What follows belongs to an exercise in optimizing a design on an open flow for small area, a short achievable clock period and few clock cycles per item; a production flow would make more cautious choices. Only the layout flow was run in this run; the RTL was not checked for function there. Power figures rest on the tool's default switching activity, not on a simulated workload.

<file path="flow/design.v">
`default_nettype none
package rieu_pkg;
  localparam int unsigned XLEN = 32;
  localparam logic [5:0] OP_SPECIAL = 6'h00;
  localparam logic [5:0] OP_REGIMM  = 6'h01;
  localparam logic [5:0] OP_J       = 6'h02;
  localparam logic [5:0] OP_JAL     = 6'h03;
  localparam logic [5:0] OP_BEQ     = 6'h04;
  localparam logic [5:0] OP_BNE     = 6'h05;
  localparam logic [5:0] OP_BLEZ    = 6'h06;
  localparam logic [5:0] OP_BGTZ    = 6'h07;
  localparam logic [5:0] OP_ADDI    = 6'h08;
  localparam logic [5:0] OP_ADDIU   = 6'h09;
  localparam logic [5:0] OP_SLTI    = 6'h0A;
  localparam logic [5:0] OP_ANDI    = 6'h0C;
  localparam logic [5:0] OP_ORI     = 6'h0D;
  localparam logic [5:0] OP_XORI    = 6'h0E;
  localparam logic [5:0] OP_LUI     = 6'h0F;
  localparam logic [5:0] OP_LB      = 6'h20;
  localparam logic [5:0] OP_LH      = 6'h21;
  localparam logic [5:0] OP_LW      = 6'h23;
  localparam logic [5:0] OP_SB      = 6'h28;
  localparam logic [5:0] OP_SH      = 6'h29;
  localparam logic [5:0] OP_SW      = 6'h2B;
  localparam logic [5:0] FN_SLL     = 6'h00;
  localparam logic [5:0] FN_SRL     = 6'h02;
  localparam logic [5:0] FN_SRA     = 6'h03;
  localparam logic [5:0] FN_JR      = 6'h08;
  localparam logic [5:0] FN_JALR    = 6'h09;
  localparam logic [5:0] FN_SYSCALL = 6'h0C;
  localparam logic [5:0] FN_MFHI    = 6'h10;
  localparam logic [5:0] FN_MTHI    = 6'h11;
  localparam logic [5:0] FN_MFLO    = 6'h12;
  localparam logic [5:0] FN_MTLO    = 6'h13;
  localparam logic [5:0] FN_MULT    = 6'h18;
  localparam logic [5:0] FN_MULTU   = 6'h19;
  localparam logic [5:0] FN_DIV     = 6'h1A;
  localparam logic [5:0] FN_DIVU    = 6'h1B;
  localparam logic [5:0] FN_ADD     = 6'h20;
  localparam logic [5:0] FN_ADDU    = 6'h21;
  localparam logic [5:0] FN_SUB     = 6'h22;
  localparam logic [5:0] FN_SUBU    = 6'h23;
  localparam logic [5:0] FN_AND     = 6'h24;
  localparam logic [5:0] FN_OR      = 6'h25;
  localparam logic [5:0] FN_XOR     = 6'h26;
  localparam logic [5:0] FN_NOR     = 6'h27;
  localparam logic [5:0] FN_SLT     = 6'h2A;
  localparam logic [31:0] EXIT_CODE = 32'h0000_000A;
  typedef enum logic [1:0] {
    LONG_NONE = 2'd0,
    LONG_MUL  = 2'd1,
    LONG_DIV  = 2'd2
  } long_e;
  typedef struct packed {
    logic  load;
    long_e long_op;
    logic  start;
    logic  step;
    logic  finish;
  } ctl_t;
  typedef struct packed {
    logic  last;
    long_e long_op;
  } sts_t;
endpackage
`default_nettype wire
`default_nettype none
import rieu_pkg::*;
module risc_integer_execute_unit_core #(
  parameter int unsigned Xlen = rieu_pkg::XLEN
) (
  input  wire logic            clk_i,
  input  wire logic            rst_ni,
  input  wire logic            in_valid_i,
  output logic                 in_ready_o,
  input  wire logic [5:0]      mode_i,
  input  wire logic [5:0]      function_code_i,
  input  wire logic [Xlen-1:0] operand_a_i,
  input  wire logic [Xlen-1:0] operand_b_i,
  input  wire logic [15:0]     immediate_i,
  input  wire logic [4:0]      shift_amount_i,
  input  wire logic [Xlen-1:0] syscall_code_i,
  output logic                 out_valid_o,
  input  wire logic            out_ready_i,
  output logic [Xlen-1:0]      result_o,
  output logic                 result_valid_o,
  output logic [Xlen-1:0]      hi_value_o,
  output logic [Xlen-1:0]      lo_value_o,
  output logic                 halt_o,
  output logic                 unsupported_o
);
  localparam logic [2:0] P_MUL  = 3'd0;
  localparam logic [2:0] P_FIX  = 3'd1;   
  localparam logic [2:0] P_NEGA = 3'd2;   
  localparam logic [2:0] P_DIV  = 3'd3;
  localparam logic [2:0] P_NEGQ = 3'd4;   
  localparam logic [2:0] P_NEGR = 3'd5;   
  logic [31:0] hi_q, lo_q, res_q;
  logic        hix_q;                     
  logic        vld_q, halt_q, uns_q, ov_q, busy_q;
  logic [2:0]  ph_q;
  logic [5:0]  cnt_q;                     
  logic        bp_q;                      
  logic        lead_q;                    
  logic        sgn_q, negq_q, negr_q;
  wire [31:0] a = operand_a_i;
  wire [31:0] b = operand_b_i;
  wire [5:0]  fn = function_code_i;
  wire        spec = (mode_i == OP_SPECIAL);
  logic is_add, is_sub, is_slt, is_and, is_or, is_xor, is_nor, is_sll, is_srl, is_sra;
  logic is_mfhi, is_mflo, is_mthi, is_mtlo, is_mul, is_div, is_sys, is_nop;
  logic is_addi, is_slti, is_andi, is_ori, is_xori, is_lui, known;
  always_comb begin
    is_add = 0; is_sub = 0; is_slt = 0; is_and = 0; is_or = 0; is_xor = 0; is_nor = 0;
    is_sll = 0; is_srl = 0; is_sra = 0; is_mfhi = 0; is_mflo = 0; is_mthi = 0; is_mtlo = 0;
    is_mul = 0; is_div = 0; is_sys = 0; is_nop = 0;
    is_addi = 0; is_slti = 0; is_andi = 0; is_ori = 0; is_xori = 0; is_lui = 0;
    if (spec) begin
      case (fn)
        FN_SLL: is_sll = 1;
        FN_SRL: is_srl = 1;
        FN_SRA: is_sra = 1;
        FN_JR, FN_JALR: is_nop = 1;
        FN_SYSCALL: is_sys = 1;
        FN_MFHI: is_mfhi = 1;
        FN_MTHI: is_mthi = 1;
        FN_MFLO: is_mflo = 1;
        FN_MTLO: is_mtlo = 1;
        FN_MULT, FN_MULTU: is_mul = 1;
        FN_DIV, FN_DIVU: is_div = 1;
        FN_ADD, FN_ADDU: is_add = 1;
        FN_SUB, FN_SUBU: is_sub = 1;
        FN_AND: is_and = 1;
        FN_OR:  is_or = 1;
        FN_XOR: is_xor = 1;
        FN_NOR: is_nor = 1;
        FN_SLT: is_slt = 1;
        default: ;
      endcase
    end else begin
      case (mode_i)
        OP_REGIMM, OP_J, OP_JAL, OP_BEQ, OP_BNE, OP_BLEZ, OP_BGTZ: is_nop = 1;
        OP_ADDI, OP_ADDIU, OP_LB, OP_LH, OP_LW, OP_SB, OP_SH, OP_SW: is_addi = 1;
        OP_SLTI: is_slti = 1;
        OP_ANDI: is_andi = 1;
        OP_ORI:  is_ori = 1;
        OP_XORI: is_xori = 1;
        OP_LUI:  is_lui = 1;
        default: ;
      endcase
    end
    known = is_add | is_sub | is_slt | is_and | is_or | is_xor | is_nor | is_sll | is_srl |
            is_sra | is_mfhi | is_mflo | is_mthi | is_mtlo | is_mul | is_div | is_sys |
            is_nop | is_addi | is_slti | is_andi | is_ori | is_xori | is_lui;
  end
  wire [31:0] sext = {{16{immediate_i[15]}}, immediate_i};
  wire [31:0] zext = {16'h0, immediate_i};
  wire        sub  = spec ? fn[1] : (~mode_i[5] & mode_i[1]);   
  wire [31:0] ya   = spec ? b : sext;
  wire [31:0] sum  = a + (ya ^ {32{sub}}) + {31'h0, sub};
  wire        lt   = (a[31] ^ ya[31]) ? a[31] : sum[31];
  wire [31:0] yl   = spec ? b : zext;
  logic [31:0] sh_in, sh_out, sh_rev, b_rev;
  always_comb begin
    for (int i = 0; i < 32; i++) b_rev[i] = b[31-i];
    sh_in  = is_sll ? b_rev : b;
    sh_out = $unsigned($signed({is_sra & b[31], sh_in}) >>> shift_amount_i);
    for (int i = 0; i < 32; i++) sh_rev[i] = sh_out[31-i];
  end
  logic [31:0] alu;
  logic        vld_d, div0;
  assign div0 = (b == 32'h0);
  always_comb begin
    alu = '0;
    if (is_add | is_sub | is_addi) alu = sum;
    if (is_slt | is_slti)          alu = {31'h0, lt};
    if (is_and | is_andi)          alu = a & yl;
    if (is_or | is_ori)            alu = a | yl;
    if (is_xor | is_xori)          alu = a ^ yl;
    if (is_nor)                    alu = ~(a | yl);
    if (is_lui)                    alu = {immediate_i, 16'h0};
    if (is_sll)                    alu = sh_rev;
    if (is_srl | is_sra)           alu = sh_out;
    if (is_mfhi)                   alu = hi_q;
    if (is_mflo)                   alu = lo_q;
    if (is_mul | is_div)           alu = b;             
    vld_d = is_add | is_sub | is_slt | is_and | is_or | is_xor | is_nor | is_sll | is_srl |
            is_sra | is_mfhi | is_mflo | is_addi | is_slti | is_andi | is_ori | is_xori |
            is_lui;
  end
  wire start_mul = is_mul;
  wire start_div = is_div & !div0;
  wire msgn      = ~fn[0];                           
  assign in_ready_o = !busy_q && (!ov_q || out_ready_i);
  wire accept = in_valid_i && in_ready_o;
  wire        bneg = sgn_q & res_q[31];
  wire [34:0] bx   = {{3{bneg}}, res_q};
  wire        bd_neg = lo_q[1] & ~(lo_q[0] & bp_q);
  wire        bd_one = lo_q[0] ^ bp_q;
  wire        bd_two = (lo_q[1] & ~lo_q[0] & ~bp_q) | (~lo_q[1] & lo_q[0] & bp_q);
  logic [34:0] ex, ey;
  logic        einv;
  always_comb begin
    ex = '0; ey = '0; einv = 1'b0;
    case (ph_q)
      P_MUL: begin
        ex   = {{2{hix_q}}, hix_q, hi_q};
        ey   = bd_two ? {bx[33:0], 1'b0} : (bd_one ? bx : '0);
        einv = bd_neg;
      end
      P_FIX: begin
        ex = {{2{hix_q}}, hix_q, hi_q};
        ey = bx;
      end
      P_DIV: begin
        ex   = {2'b00, hi_q, lo_q[31]};
        ey   = bx;
        einv = ~bneg;
      end
      P_NEGA, P_NEGQ: begin ey = {3'b0, lo_q}; einv = 1'b1; end
      P_NEGR:         begin ey = {3'b0, hi_q}; einv = 1'b1; end
      default: ;
    endcase
  end
  wire [34:0] es = ex + (ey ^ {35{einv}}) + {34'h0, einv};
  wire mskip = (lo_q[7:0] == {8{bp_q}}) && (cnt_q >= 6'd4);
  wire dskip = lead_q && (lo_q[31:24] == 8'h0);
  logic [31:0] hi_d, lo_d, res_d;
  logic        hix_d, bp_d, lead_d, fin;
  logic [2:0]  ph_d;
  logic [5:0]  cnt_d;
  always_comb begin
    hi_d = hi_q; lo_d = lo_q; hix_d = hix_q; bp_d = bp_q; lead_d = lead_q;
    ph_d = ph_q; cnt_d = cnt_q; fin = 1'b0;
    case (ph_q)
      P_MUL: begin
        if (mskip) begin
          {hix_d, hi_d, lo_d} = {{8{hix_q}}, hix_q, hi_q, lo_q[31:8]};
          cnt_d = cnt_q - 6'd4;
        end else begin
          {hix_d, hi_d} = es[34:2];
          lo_d = {es[1:0], lo_q[31:2]};
          bp_d = lo_q[1];
          cnt_d = cnt_q - 6'd1;
        end
        if (cnt_d == 6'd0) begin
          if (!sgn_q && bp_d) ph_d = P_FIX;
          else fin = 1'b1;
        end
      end
      P_FIX: begin
        hi_d = es[31:0];
        fin = 1'b1;
      end
      P_NEGA: begin
        lo_d = es[31:0];
        ph_d = P_DIV;
      end
      P_DIV: begin
        if (dskip) begin
          lo_d = {lo_q[23:0], 8'h0};
          cnt_d = cnt_q - 6'd8;
        end else begin
          lead_d = 1'b0;
          if (!es[34]) hi_d = es[31:0];
          else         hi_d = ex[31:0];
          lo_d = {lo_q[30:0], ~es[34]};
          cnt_d = cnt_q - 6'd1;
        end
        if (cnt_d == 6'd0) begin
          if (negq_q) ph_d = P_NEGQ;
          else if (negr_q) ph_d = P_NEGR;
          else fin = 1'b1;
        end
      end
      P_NEGQ: begin
        lo_d = es[31:0];
        if (negr_q) ph_d = P_NEGR;
        else fin = 1'b1;
      end
      P_NEGR: begin
        hi_d = es[31:0];
        fin = 1'b1;
      end
      default: fin = 1'b1;
    endcase
  end
  always_ff @(posedge clk_i or negedge rst_ni) begin
    if (!rst_ni) begin
      hi_q   <= '0;
      lo_q   <= '0;
      ov_q   <= 1'b0;
      busy_q <= 1'b0;
    end else begin
      if (accept) begin
        ov_q   <= !(start_mul | start_div);
        busy_q <= start_mul | start_div;
        if (start_mul | start_div) begin
          hi_q <= '0;
          lo_q <= a;
        end
        if (is_mthi) hi_q <= a;
        if (is_mtlo) lo_q <= a;
      end else if (busy_q) begin
        hi_q <= hi_d;
        lo_q <= lo_d;
        if (fin) begin
          busy_q <= 1'b0;
          ov_q   <= 1'b1;
        end
      end else if (out_ready_i) begin
        ov_q <= 1'b0;
      end
    end
  end
  always_ff @(posedge clk_i) begin
    if (accept) begin
      res_q  <= alu;
      vld_q  <= vld_d;
      halt_q <= is_sys && (syscall_code_i == EXIT_CODE);
      uns_q  <= !known;
      hix_q  <= 1'b0;
      bp_q   <= 1'b0;
      lead_q <= 1'b1;
      sgn_q  <= msgn;
      negq_q <= msgn & (a[31] ^ b[31]);
      negr_q <= msgn & a[31];
      ph_d_load();
    end else if (busy_q) begin
      hix_q <= hix_d;
      bp_q  <= bp_d;
      lead_q <= lead_d;
      ph_q  <= ph_d;
      cnt_q <= cnt_d;
      if (fin) res_q <= '0;
    end
  end
  task automatic ph_d_load();
    if (is_mul) begin
      ph_q  <= P_MUL;
      cnt_q <= 6'd16;
    end else begin
      ph_q  <= (msgn & a[31]) ? P_NEGA : P_DIV;
      cnt_q <= 6'd32;
    end
  endtask
  assign out_valid_o    = ov_q;
  assign result_o       = res_q;
  assign result_valid_o = vld_q;
  assign hi_value_o     = hi_q;
  assign lo_value_o     = lo_q;
  assign halt_o         = halt_q;
  assign unsupported_o  = uns_q;
endmodule
`default_nettype wire
</file>
<file path="flow/run.sh">
#!/bin/bash
# synth_recipe.tcl (not shown) runs the flow's synth.tcl, then flattens the netlist and writes it again
# the make line also repeats each setting of config.mk as NAME=value (left out here)
make -C /OpenROAD-flow-scripts/flow DESIGN_CONFIG=/design/flow/config.mk WORK_HOME=/design/flow/orfs CLKGATE_MAP_FILE= SYNTH_SCRIPT=/design/flow/synth_recipe.tcl finish
</file>
<file path="flow/config.mk">
export PLATFORM = sky130hd
export DESIGN_NAME = risc_integer_execute_unit_core
export DESIGN_NICKNAME = risc_integer_execute_unit_core
export VERILOG_FILES = /design/flow/design.v
export SDC_FILE = /design/flow/constraint.sdc
export NUM_CORES = 4
export LEC_CHECK = 0
export CAP_MARGIN = 20
export CORE_MARGIN = 2
export CORE_UTILIZATION = 30
export SLEW_MARGIN = 20
</file>
<file path="flow/constraint.sdc">
create_clock -name core_clock -period 6.0 [get_ports {clk_i}]
set_input_delay 1.2000 -clock core_clock [delete_from_list [all_inputs] [get_ports {clk_i}]]
set_output_delay 1.2000 -clock core_clock [all_outputs]
set_load 0.01 [all_outputs]
</file>
==> notes.md <==
[logic make-up after synthesis]
family | Yosys count | synth area share
AOI/OAI and AO/OA | 978 | 0.331
and+or+nand+nor | 801 | 0.185
buffers and inverters | 320 | 0.0640
muxes | 185 | 0.117
adders and majority gates | 143 | 0.0904
xor gates and xnor gates | 127 | 0.0561
DFF | 116 | 0.156
[through the flow]
step	hold slack, ps	setup WS [ps]	instance area, sq um
floorplan	432	316	20000
global placement	443	20.2	24200
detailed placement	452	50.1	24200
CTS	460	411	24800
global route	485	88.1	24800
finish	464	189	24800
[flip-flops by register name, indices dropped and copies added, names as in the netlist]
register  cells
ov_q          1
bp_q          1
lead_q        1
cnt_q         6
negr_q        1
uns_q         1
hi_q         32
vld_q         1
halt_q        1
sgn_q         1
busy_q        1
negq_q        1
lo_q         32
res_q        32
ph_q          3
hix_q         1
[synth_stat cells, types with 44 or more instances]
cell type and number:
o22ai_1 61, dfrtp_1 66, a21oi_1 268, inv_1 101, a21o_1 47, xnor2_1 55, o21ai_0 135, ha_1 141
a221oi_1 89, edfxtp_1 47, nand2_1 279, nand3_1 56, clkbuf_1 181, nor2_1 242, and3_1 44, xor2_1 71
mux2i_1 137
[worst min-delay path, cell delays in order, from the launching register on]
cell and delay, ps:
dfxtp_1 320, nand2_1 60, nand2_1 40
[worst max-delay path by stage]
| stage | slack [ps] | depth (start not counted) | to |
|---|---|---|---|
| floorplan | 320 | 17 | res_q[29]$_SDFFCE_PN0P_ |
| global placement | 20 | 20 | res_q[0]$_SDFFCE_PN0P_ |
| detailed placement | 50 | 20 | res_q[0]$_SDFFCE_PN0P_ |
| CTS | 410 | 20 | hi_q[4]$_DFFE_PN0P_ |
| global route | 90 | 19 | lo_q[27]$_DFFE_PN0P_ |
| finish | 190 | 19 | hi_q[4]$_DFFE_PN0P_ |
[layer usage]
metal  up-vias  part of all wire
met1     12000              0.38
met3       442              0.13
met4         0             0.075
met5         -                 0
met2      2054              0.41
li1      10700                 -
[power groups by stage]
stage / registers, mW / clock network [mW] / logic [mW]
2_1_floorplan: 1.36 / 0 / 2.54
3_3_place_gp: 1.59 / 0 / 4.51
3_5_place_dp: 1.58 / 0 / 4.50
4_1_cts: 1.56 / 1.04 / 4.53
5_1_grt: 1.60 / 1.07 / 4.96
6_report: 1.63 / 1.05 / 4.73
[placed cells by master, fill, tap and decap left out, types with 9 or more instances in the layout]
master           netlist  routed
o221ai_1              19      19
o31ai_1               22      21
nor4_1                18      18
nor3_1                38      35
o21ai_0              135     134
and2_1                13      13
nand2_1              279     278
a21oi_1              268     265
buf_4                  3     201
mux4_2                16      16
nor2b_1               13      12
o21a_1                11      11
or3_1                  9       9
dfrtp_1               66      66
a22oi_1               25      25
nor2_1               242     238
inv_1                101     100
a222oi_1               9       9
nand2b_1              19      19
a221o_1               30      30
a21o_1                47      47
clkbuf_16              0      20
o22ai_1               61      61
xor2_1                71      70
mux2_2                14      14
and3_1                44      44
edfxtp_1              47      47
a22o_1                36      36
nand4_1               28      28
o211ai_1              38      38
nand3_1               56      56
a211oi_1              43      43
clkdlybuf4s50_1        0     230
mux4_1                16      16
ha_1                 141     141
a31oi_1               43      43
o21bai_1              11      11
xnor2_1               55      55
a221oi_1              89      89
mux2i_1              137     137
[area by class of cell]
| cell class | instances | area [sq um] |
|---|---|---|
| antenna | 5 | 12.5 |
| clock buffer | 26 | 553 |
| clock inverter | 6 | 36.3 |
| fill | 6945 | 41000 |
| inverter | 105 | 394 |
| multi-input combinational | 2234 | 15700 |
| sequential | 116 | 3120 |
| tap | 864 | 1080 |
| timing repair buffer | 439 | 3940 |
==> summary.md <==
| Metric | Value |
|---|---|
| Clock period minus worst slack | 5810 ps |
| Worst-margin pin slew | 1210 ps |
| Crit Path Max Fanout | 24 |
| CP Launch Type | flip-flop |
| Initial Util | 0.303 |
| Critical-path top delay cell | dfrtp_1 |
| Final HPWL DP | 91.9 mm |
| VDD IR max | 0.000183 V |
| I/O pin cnt | 234 |
| Grt total ovfl | 0 |
| Mean Syn Cell Area | 7.47 sq um |
| FMAX | 0.172 GHz |
| Post-synthesis async set-or-reset flop share | 0.569 |
| Top FF cell, synth | dfrtp_1 |
| RSZ-0062 raised after global routing | false |
| CP Launch Point | lo_q[1]$_DFFE_PN0P_ |
| Vias in the first global route | 22900 |
| Syn_nets | 2946 |
| Count of unique library cells instantiated by Yosys | 91 |
| Synth warn | 1 |
| Crit Reg-Reg Startpoint | lo_q[1]$_DFFE_PN0P_ |
| CP bufs+invs | 1 |
| Rows | 94 |
| Final #Nets | 3189 |
| CTS resizes | 0 |
| Critical Path RT | 6300 ps |
| Psw | 3.95 mW |
| Worst r2r path cells | 19 |
| Met2 Resource Use GR | 0.491 |
| Worst hold path type | reg2reg |
| Fin util | 0.377 |
| Worst Skew | 12.2 ps |
| Worst-path cell chain | or3b_1 -> and2_1 -> buf_4 -> and3_1 -> a21oi_1 -> o22ai_1 -> xor2_1 -> nor2_1 -> ha_1 -> a21o_1 -> a21o_1 -> a221o_1 -> o21ai_1 -> a31oi_1 -> a31oi_1 -> o21ba_2 -> mux2_2 -> a221oi_1 -> o21ai_0 |
| Slew Viols, Final | 0 |
| Reg clk slew, reported paths | 60 ps |
| Die W | 262 um |
| Total placed cells including tap cells | 3758 |
| GPL Wtd Cong | 1.09 |
| Post-Route WL | 118 mm |
| Via Count | 25100 |
| Post-CTS setup buffer count | 0 |
| Clock Latency Late Sink | 440 ps |
| DRC viols | 0 |
| Mean routed wirelength per cell | 31.2 um |
| Die H | 262 um |
| Die ar. | 68600 sq um |
| Crit share post-route | 0.969 |
| Clk sink count | 116 |
| Tot GR Track Use | 0.335 |
| Outcome | timing/DRC/antenna clean |
| Final Hold Violating Endpoints | 0 |
| Synth Cell Area | 20000 sq um |
| Internal power | 3.46 mW |
| Sw Share | 0.533 |
| Root Buffer | clkbuf_16 |
| Post-synthesis sequential area ratio | 0.156 |
| Overall Power | 7.41 mW |
| Delay-heaviest family, CP | compound AO/OA/AOI/OAI gates |
| Inserted Clock Buffers | 17 |
| Max_cap viols | 0 |
| Cell taking the most area after synthesis | ha_1 |
| WS Path Type | reg2reg |
| P per Cell Area | 299 nW/um^2 |
| Clock power frac | 0.142 |
| Worst min-delay path startpoint | lead_q$_SDFFE_PP1P_ |
| M1 GR Usage | 0.430 |
| Cells after synthesis | 2670 |
| Clk buf depth | 2 |
| Non-filler instance count after layout | 3795 |
| Layout cells sized above 1 | 0.109 |
| Avg Vias per Cell | 6.62 |
| Drt initial violations | 4358 |
| Combinational group share of total power | 0.639 |
| CTS tree | built |
| Router iterations before antenna repair | 9 |
| Sequential power share | 0.220 |
| Worst hold path stage count | 2 |
| Seq cells post-synth | 116 |
| Relative slew slack | 0.193 |
| First-pass GRT wire length | 167 mm |
| Synth area leaders | ha_1, dfrtp_1, edfxtp_1 |
| TNS Setup | 0 ps |
| Post-CTS Hold Fix Bufs | 0 |
| Finish-stage setup viols | 0 |
| RR Endpoint | hi_q[4]$_DFFE_PN0P_ |
| Met3 GRT Util | 0.101 |
| Core Area | 65900 sq um |
| Initial antenna violation count | 4 |
| EDFF count, synth | 47 |
| Port Buf Inserts | 233 |
| H-tree depth | 4 |
| Slowest cell delay on critical path | 510 ps |
| Share of the synthesized area in the top cell type | 0.0884 |
| Largest net degree at the start of global routing | 67 |
| CP arrival | 6110 ps |
| CP Capture Type | flip-flop |
| Antenna-violating nets left | 0 |
| Busiest layer in global routing | met2 |
| Reg2Reg Setup Slack | 190 ps |
| Pleak | 10.5 nW |
| Area Overhead vs Synth | 24.4% |
| Hold endpoint | lead_q$_SDFFE_PP1P_ |

separate check: timing with driven ports:
How much do the figures lean on ideal ports? The routed layout below was timed once more, with nothing changed but the port constraints.
Step 1 assumes that a clkbuf_16 drives the clock port and a buf_2 every other input.
Step 2 also shifts input and output timing later by t, the mid clock arrival at the registers, as if the neighbouring blocks saw the same clock.
Slacks: ideal ports / drivers / drivers and shift; pairs: ideal ports / drivers.
t (ns): 0.499
setup WS [ns]: 0.189 / 0.189 / -0.101
latest minus earliest clock arrival (ns): 0.014 / 0.013
pins driven straight from the clock port: 1
Met with ideal ports but missed after step 2: setup timing in this run. For this run, drivers alone change the setup slack by 0.000 ns; drivers and shift together by -0.290 ns.
